Source: an optimization exercise on an open RTL-to-GDS flow (aim: small area and a short achievable clock period). Production flows keep margins and buffers that such runs may drop.
RTL that was checked went through simulation tests only; none was proved equivalent to the original.
Power is estimated from default activity; no workload was simulated.

==> indigo: inputs <==
Design pipe_mul, start of the top module:
module pipe_mul #(
    parameter int XLEN   = 32,
    parameter int STAGES = 4,
    parameter int TAG_W  = 4
) (
    input  logic                clk_i,
    input  logic                rst_i,
    input  logic                req_i,
    input  logic                flush_i,
    input  logic [1:0]          op_i,
    input  logic [XLEN-1:0]     a_i,
    input  logic [XLEN-1:0]     b_i,
    input  logic [TAG_W-1:0]    tag_i,
    output logic                ready_o,
    output logic [XLEN-1:0]     result_o,
    output logic [2*XLEN-1:0]   product_o,
    output logic [TAG_W-1:0]    tag_o,
    output logic                busy_o
);
==> flow/config.mk <==
export PLATFORM = sky130hd
export DESIGN_NAME = pipe_mul
export DESIGN_NICKNAME = pipe_mul
export VERILOG_FILES = /design/flow/design.v
export SDC_FILE = /design/flow/constraint.sdc
export NUM_CORES = 4
export LEC_CHECK = 0
export ABC_AREA = 1
export CAP_MARGIN = 20
export CORE_MARGIN = 2
export CORE_UTILIZATION = 40
export CTS_BUF_LIST = sky130_fd_sc_hd__clkbuf_4 sky130_fd_sc_hd__clkbuf_8
export CTS_CLUSTER_DIAMETER = 40
export CTS_CLUSTER_SIZE = 16
export SETUP_SLACK_MARGIN = 5
export SLEW_MARGIN = 20
export SYNTH_HIERARCHICAL = 1
==> flow/constraint.sdc <==
create_clock -name core_clock -period 8.5 [get_ports {clk_i}]
set_input_delay 1.7000 -clock core_clock [delete_from_list [all_inputs] [get_ports {clk_i}]]
set_output_delay 1.7000 -clock core_clock [all_outputs]
set_load 0.01 [all_outputs]
standard.sh (not shown) runs the stock make flow with config.mk's settings and CLKGATE_MAP_FILE= SYNTH_SCRIPT=/design/flow/synth_recipe.tcl, a recipe that flattens the netlist after the stock synthesis.
==> flow/flow/run.sh <==
#!/bin/bash
# Standard layout with plain buf_2 port buffers and a clock tree without
# dummy loads; timing repair aims past the design's period (the SDC and its
# period are unchanged).
export BUFFER_PORTS_ARGS="-buffer_cell sky130_fd_sc_hd__buf_2"
export CTS_ARGS="-sink_clustering_enable -repair_clock_nets -sink_clustering_size 16 -sink_clustering_max_diameter 40 -buf_list {sky130_fd_sc_hd__clkbuf_4 sky130_fd_sc_hd__clkbuf_8} -dont_use_dummy_load"
bash standard.sh SETUP_SLACK_MARGIN=5.3 finish > standard.log 2>&1
==> sierra (differences from indigo) <==
--- a/flow/design.v
+++ b/flow/design.v
@@ -4629,26 +4629,24 @@
         r3_w1642 <= w1642;
         r1_w3 <= w3;
         r2_r1_w3 <= r1_w3;
         r3_r2_r1_w3 <= r2_r1_w3;
     end
     logic [63:0] w_prod;
     assign w_prod = {w2192, w2191, w2190, w2189, w2188, w2187, w2186, w2185, w2184, w2183, w2182, w2181, w2180, w2179, w2178, w2177, w2176, w2175, w2174, w2173, w2172, w2171, w2170, w2169, w2168, w2167, w2166, w2165, w2164, w2163, w2162, w2161, w2160, w2159, w2158, w2157, w2156, w2155, w2154, w2153, w2152, w2151, w2150, w2149, w2148, w2147, w2146, w2145, w2144, w2143, w2142, w2141, w1752, r3_w1655, r3_w1653, r3_w1651, r3_w1649, r3_w1647, r3_w1645, r3_r2_w1139, r3_r2_w1137, r3_r2_w1135, r3_r2_w1133, r3_r2_w1131};
-    logic w_ld, w_ldl, w_ldh, w_hold;
+    logic w_ld, w_hold, r_sel_lo;
     assign w_ld   = rst_i & r_vld[3] & ~flush_i;
-    assign w_ldl  = w_ld & r3_r2_r1_w3;
-    assign w_ldh  = w_ld & ~r3_r2_r1_w3;
     assign w_hold = rst_i & ~(r_vld[3] & ~flush_i);
     always_ff @(posedge clk_i) begin
         ready_o   <= w_ld;
+        r_sel_lo  <= (r3_r2_r1_w3 & w_ld) | (r_sel_lo & w_hold);
         tag_o     <= (r_tag[3] & {4{w_ld}}) | (tag_o & {4{w_hold}});
         product_o <= (w_prod & {64{w_ld}}) | (product_o & {64{w_hold}});
-        result_o  <= (w_prod[31:0] & {32{w_ldl}}) | (w_prod[63:32] & {32{w_ldh}})
-                   | (result_o & {32{w_hold}});
     end
+    assign result_o = r_sel_lo ? product_o[31:0] : product_o[63:32];
 endmodule
 module pm_fa (
     input  logic a,
     input  logic b,
     input  logic c,
     output logic s,
     output logic co
- TNS_END_PERCENT: not set -> 10
==> results.txt <==
                                                                          indigo                   sierra
Run status                                                complete, no violations  complete, no violations
Synth Register Bits                                                           482                      451
Area of the multi-input gates                                          22,700 µm²               22,400 µm²
Static leakage power                                                      16.6 nW                  16.1 nW
Fraction of area in multi-input gates                                       0.597                    0.606
Via count of the first global-routing pass                                 26,300                   25,400
Clock transition at the registers of the reported paths                     80 ps                    90 ps
Buf/Inv on CP                                                                   0                        1
Biggest area consumer among synthesized cells            sky130_fd_sc_hd__dfxtp_1    sky130_fd_sc_hd__fa_1
Fraction of standard cell area that is sequential                           0.258                    0.249
Fraction of met3 tracks used by global routing                             0.0511                   0.0596
Worst-path cell with the longest stage delay             sky130_fd_sc_hd__dfxtp_2    sky130_fd_sc_hd__fa_1
Total core area                                                        85,100 µm²               83,300 µm²
The RTL of indigo was laid out without a check of its function.

---

==> job 1733 <==
Another version of the RTL of pipe_mul (not shown whole).
==> flow/config.mk <==
export PLATFORM = sky130hd
export DESIGN_NAME = pipe_mul
export DESIGN_NICKNAME = pipe_mul
export VERILOG_FILES = /design/flow/design.v
export SDC_FILE = /design/flow/constraint.sdc
export NUM_CORES = 4
export LEC_CHECK = 0
export ABC_AREA = 1
export CAP_MARGIN = 20
export CORE_MARGIN = 2
export CORE_UTILIZATION = 40
export CTS_BUF_LIST = sky130_fd_sc_hd__clkbuf_4 sky130_fd_sc_hd__clkbuf_8
export CTS_CLUSTER_DIAMETER = 60
export CTS_CLUSTER_SIZE = 20
export SETUP_SLACK_MARGIN = 5
export SLEW_MARGIN = 20
export SYNTH_HIERARCHICAL = 1
==> flow/constraint.sdc <==
create_clock -name core_clock -period 8.5 [get_ports {clk_i}]
set_input_delay 1.7000 -clock core_clock [delete_from_list [all_inputs] [get_ports {clk_i}]]
set_output_delay 1.7000 -clock core_clock [all_outputs]
set_load 0.01 [all_outputs]
==> flow/flow/run.sh <==
#!/bin/bash
# Standard layout with plain buf_2 port buffers.
export BUFFER_PORTS_ARGS="-buffer_cell sky130_fd_sc_hd__buf_2"
bash standard.sh > standard.log 2>&1
==> inputs of job 6258, as changes to job 1733 <==
CTS_BUF_LIST = sky130_fd_sc_hd__clkbuf_8 sky130_fd_sc_hd__clkbuf_16   (was sky130_fd_sc_hd__clkbuf_4 sky130_fd_sc_hd__clkbuf_8)
CTS_CLUSTER_DIAMETER = 50   (was 60)
CTS_CLUSTER_SIZE = 24   (was 20)
==> results.txt <==
Longest individual stage delay on the worst path: job 1733 0.58 ns; job 6258 0.57 ns
Total non-filler cell area in the finished layout: job 1733 36900 sq um; job 6258 38000 sq um
Share of total power in combinational logic: job 1733 66.1%; job 6258 61.3%
Post-CTS Setup Inserts: job 1733 4; job 6258 3
Minimum setup slack in the final design: job 1733 5.07 ns; job 6258 5.06 ns
GR Util met3: job 1733 7.04%; job 6258 7.30%
Vias in the first global route: job 1733 25100; job 6258 25300
Run status: job 1733 no timing/DRC/antenna violations; job 6258 no timing/DRC/antenna violations
Routed via count divided by cell count: job 1733 5.64; job 6258 5.59
Count of instances resized after the clock tree is built: job 1733 36; job 6258 34
Power spent charging and discharging nets: job 1733 0.00664 W; job 6258 0.00694 W
Global-route wire length before repair: job 1733 164000 um; job 6258 165000 um
Final period utilization: job 1733 40.3%; job 6258 40.5%
Initial drt markers: job 1733 2445; job 6258 2331
Vias: job 1733 24800; job 6258 24800
Buffer count excluding the clock tree in the final layout: job 1733 237; job 6258 245
Flip-flop and latch area: job 1733 9300 sq um; job 6258 9300 sq um
Switching Fraction: job 1733 47.0%; job 6258 45.5%
Worst rel slew slack: job 1733 32.3%; job 6258 35.4%
Layout overhead on the synthesized area: job 1733 9.11%; job 6258 12.5%
Maximum operating frequency: job 1733 0.292 GHz; job 6258 0.290 GHz
Worst-skew pair later-pin latency: job 1733 0.67 ns; job 6258 0.66 ns
Power Total: job 1733 0.0141 W; job 6258 0.0152 W
Routed wl met2: job 1733 47800 um; job 6258 48600 um
Met3 routed wirelength: job 1733 12200 um; job 6258 12500 um
No run of this note included a check of the RTL's function; only the layout flow was run.

---

==> inputs of run Z <==
pipe_mul, a different RTL version from the one above (not shown whole).
// pipe_mul
module pipe_mul #(
    parameter int XLEN   = 32,
    parameter int STAGES = 4,
    parameter int TAG_W  = 4
) (
    input  logic                clk_i,
    input  logic                rst_i,
    input  logic                req_i,
    input  logic                flush_i,
    input  logic [1:0]          op_i,
    input  logic [XLEN-1:0]     a_i,
    input  logic [XLEN-1:0]     b_i,
    input  logic [TAG_W-1:0]    tag_i,
    output logic                ready_o,
    output logic [XLEN-1:0]     result_o,
    output logic [2*XLEN-1:0]   product_o,
    output logic [TAG_W-1:0]    tag_o,
    output logic                busy_o
);
    logic [3:1] r_vld;
    logic [3:0] r_tag [1:3];
    always_ff @(posedge clk_i) begin
        if (!rst_i || flush_i) begin
            r_vld  <= '0;
            busy_o <= 1'b0;
        end else begin
            r_vld  <= {r_vld[2:1], req_i};
            busy_o <= req_i | r_vld[1] | r_vld[2];
        end
    end
    always_ff @(posedge clk_i) begin
        r_tag[1] <= tag_i;
        r_tag[2] <= r_tag[1];
        r_tag[3] <= r_tag[2];
    end
    logic w0;
    logic w1;
    logic w2;
    logic w3;
    logic w4;
    logic w5;
    logic w6;
    logic w7;
    logic w8;
    logic w9;
    logic w10;
    logic w11;
    logic w12;
    logic w13;
    logic w14;
    logic w15;
    logic w16;
    logic w17;
    logic w18;
    logic w19;
    logic w20;
    logic w21;
    logic w22;
    logic w23;
    logic w24;
    logic w25;
    logic w26;
    logic w27;
    logic w28;
    logic w29;
    logic w30;
    logic w31;
    logic w32;
    logic w33;
    logic w34;
    logic w35;
    logic w36;
    logic w37;
    logic w38;
    logic w39;
    logic w40;
    logic w41;
    logic w42;
    logic w43;
    logic w44;
    logic w45;
    logic w46;
    logic w47;
    logic w48;
    logic w49;
    logic w50;
    logic w51;
    logic w52;
  ...
export LEC_CHECK = 0
export ABC_AREA = 1
export CAP_MARGIN = 20
export CORE_MARGIN = 2
export CORE_UTILIZATION = 40
export SETUP_SLACK_MARGIN = 5
export SLEW_MARGIN = 20
export SYNTH_HIERARCHICAL = 1
create_clock -name core_clock -period 8.5 [get_ports {clk_i}]
==> flow/flow/run.sh <==
#!/bin/bash
# Standard layout, with plain buffers on the ports.
cp standard.sh standard_sh.txt
export BUFFER_PORTS_ARGS="-buffer_cell sky130_fd_sc_hd__buf_2"
bash standard.sh > standard.log 2>&1
==> inputs of run E, as changes to run Z <==
--- a/flow/design.v
+++ b/flow/design.v
@@ -4332,24 +4332,21 @@
         r2_r1_w3 <= r1_w3;
         r3_r2_r1_w3 <= r2_r1_w3;
     end
     logic [63:0] w_prod;
     assign w_prod = {w2044, w2043, w2042, w2041, w2040, w2039, w2038, w2037, w2036, w2035, w2034, w2033, w2032, w2031, w2030, w2029, w2028, w2027, w2026, w2025, w2024, w2023, w2022, w2021, w2020, w2019, w2018, w2017, w2016, w2015, w2014, w2013, w2012, w2011, w2010, w2009, w2008, w2007, w2006, w2005, w2004, w2003, w2002, w2001, w2000, w1999, w1998, w1997, w1996, w1995, w1994, w1993, w1992, w1991, r3_w1655, r3_w1653, r3_w1651, r3_w1649, r3_w1647, r3_r2_w1095, r3_r2_w1093, r3_r2_w1091, r3_r2_w1089, r3_r2_w1087};
+    logic w_ld, w_ldl, w_ldh, w_hold;
+    assign w_ld   = rst_i & r_vld[3] & ~flush_i;
+    assign w_ldl  = w_ld & r3_r2_r1_w3;
+    assign w_ldh  = w_ld & ~r3_r2_r1_w3;
+    assign w_hold = rst_i & ~(r_vld[3] & ~flush_i);
     always_ff @(posedge clk_i) begin
-        if (!rst_i) begin
-            ready_o   <= 1'b0;
-            result_o  <= '0;
-            product_o <= '0;
-            tag_o     <= '0;
-        end else begin
-            ready_o <= r_vld[3] & ~flush_i;
-            if (r_vld[3] && !flush_i) begin
-                tag_o     <= r_tag[3];
-                product_o <= w_prod;
-                result_o  <= r3_r2_r1_w3 ? w_prod[31:0] : w_prod[63:32];
-            end
-        end
+        ready_o   <= w_ld;
+        tag_o     <= (r_tag[3] & {4{w_ld}}) | (tag_o & {4{w_hold}});
+        product_o <= (w_prod & {64{w_ld}}) | (product_o & {64{w_hold}});
+        result_o  <= (w_prod[31:0] & {32{w_ldl}}) | (w_prod[63:32] & {32{w_ldh}})
+                   | (result_o & {32{w_hold}});
     end
 endmodule
 module pm_fa (
     input  logic a,
     input  logic b,
==> flow/flow/run.sh (replaced) <==
#!/bin/bash
export BUFFER_PORTS_ARGS="-buffer_cell sky130_fd_sc_hd__buf_2"
bash standard.sh SETUP_SLACK_MARGIN=5.4 finish > standard.log 2>&1
==> inputs of run K, as changes to run Z <==
--- a/flow/design.v
+++ b/flow/design.v
@@ -4332,24 +4332,21 @@
         r2_r1_w3 <= r1_w3;
         r3_r2_r1_w3 <= r2_r1_w3;
     end
     logic [63:0] w_prod;
     assign w_prod = {w2044, w2043, w2042, w2041, w2040, w2039, w2038, w2037, w2036, w2035, w2034, w2033, w2032, w2031, w2030, w2029, w2028, w2027, w2026, w2025, w2024, w2023, w2022, w2021, w2020, w2019, w2018, w2017, w2016, w2015, w2014, w2013, w2012, w2011, w2010, w2009, w2008, w2007, w2006, w2005, w2004, w2003, w2002, w2001, w2000, w1999, w1998, w1997, w1996, w1995, w1994, w1993, w1992, w1991, r3_w1655, r3_w1653, r3_w1651, r3_w1649, r3_w1647, r3_r2_w1095, r3_r2_w1093, r3_r2_w1091, r3_r2_w1089, r3_r2_w1087};
+    logic w_ld, w_ldl, w_ldh, w_hold;
+    assign w_ld   = rst_i & r_vld[3] & ~flush_i;
+    assign w_ldl  = w_ld & r3_r2_r1_w3;
+    assign w_ldh  = w_ld & ~r3_r2_r1_w3;
+    assign w_hold = rst_i & ~(r_vld[3] & ~flush_i);
     always_ff @(posedge clk_i) begin
-        if (!rst_i) begin
-            ready_o   <= 1'b0;
-            result_o  <= '0;
-            product_o <= '0;
-            tag_o     <= '0;
-        end else begin
-            ready_o <= r_vld[3] & ~flush_i;
-            if (r_vld[3] && !flush_i) begin
-                tag_o     <= r_tag[3];
-                product_o <= w_prod;
-                result_o  <= r3_r2_r1_w3 ? w_prod[31:0] : w_prod[63:32];
-            end
-        end
+        ready_o   <= w_ld;
+        tag_o     <= (r_tag[3] & {4{w_ld}}) | (tag_o & {4{w_hold}});
+        product_o <= (w_prod & {64{w_ld}}) | (product_o & {64{w_hold}});
+        result_o  <= (w_prod[31:0] & {32{w_ldl}}) | (w_prod[63:32] & {32{w_ldh}})
+                   | (result_o & {32{w_hold}});
     end
 endmodule
 module pm_fa (
     input  logic a,
     input  logic b,
==> flow/flow/run.sh (replaced) <==
#!/bin/bash
# Standard layout with plain buf_2 port buffers.
export BUFFER_PORTS_ARGS="-buffer_cell sky130_fd_sc_hd__buf_2"
bash standard.sh > standard.log 2>&1
Settings changed: CTS_BUF_LIST set to sky130_fd_sc_hd__clkbuf_4 sky130_fd_sc_hd__clkbuf_8.
==> key figures <==
Run status
  • Status: complete, no violations

Setup path
  • CP max-delay cell: xor2_1

Power
  • Worst VDD drop: 0.329 mV
  • Leak: 0.0167 µW

Clocking
  • CTS resizes: 56

Logic synthesis
  • Mux cell area share after synthesis: 0.492%
That was run K.
==> key figures <==
Global route
  • Vias in the first global route: around 25000

Power
  • Leak: 0.0171 µW
  • Worst VDD drop: between 0.4 and 0.5 mV

Clocking
  • Total setup buffers inserted after CTS: 10
  • CTS resizes: 62
  • TritonCTS buffer count: 55

Setup path
  • Reg2reg setup slack: 4.93 ns
  • CP max-delay cell: fa_2

Logic synthesis
  • Mux cell area share after synthesis: 0.486%

Run status
  • Status: complete, no violations

Placed design
  • Placed instance count: 4448

Routing
  • Met2 Wirelength: 48600 µm

Cells and area
  • Max reg flops: 64
That was run Z.
==> key figures <==
Run status
  • Status: complete, no violations

Logic synthesis
  • Mux cell area share after synthesis: 0.492%
  • Simple-gate portion of the synthesized area: 3.53%

Power
  • Worst VDD drop: 0.365 mV
  • Leak: 0.0184 µW

Setup path
  • CP max-delay cell: fa_2
That was run E.
Only the layout flow was run in run E and run K; the RTL was not checked for function there.

==> re-timing with driven ports <==
Ports are ideal in the flow. The routed layouts listed here were re-timed in OpenROAD.
Step 1, drivers: a clkbuf_16 drives clk_i and a buf_2 each remaining input, both assumed.
Step 2 also shifts input and output timing later by t, the mid clock arrival at the registers, as if the neighbouring blocks saw the same clock.
Slacks: no drivers / after step 1 / after step 2; pairs: no drivers / after step 1.
run | shift t [ns] | setup slack, ns | worst setup path after step 2 | slew at the worst register clock pin (ns)
indigo | 0.707 | 5.330 / 5.330 / 4.920 | input to register | 0.09 / 0.09
sierra | 0.697 | 5.193 / 5.171 / 5.064 | input to register | 0.09 / 0.09
job 1733 | 0.721 | 5.074 / 5.069 / 4.659 | input to register | 0.12 / 0.12
job 6258 | 0.698 | 5.057 / 5.036 / 4.665 | input to register | 0.09 / 0.09
run Z | 0.696 | 4.926 / 4.926 / 4.588 | input to register | 0.07 / 0.07
run E | 0.698 | 4.989 / 4.989 / 4.969 | input to register | 0.07 / 0.07
run K | 0.760 | 5.042 / 5.042 / 4.694 | input to register | 0.08 / 0.08
After both steps setup and hold are still met in every run listed. For job 1733, which loses most, drivers alone change the setup slack by -0.005 ns; drivers and shift together by -0.415 ns.
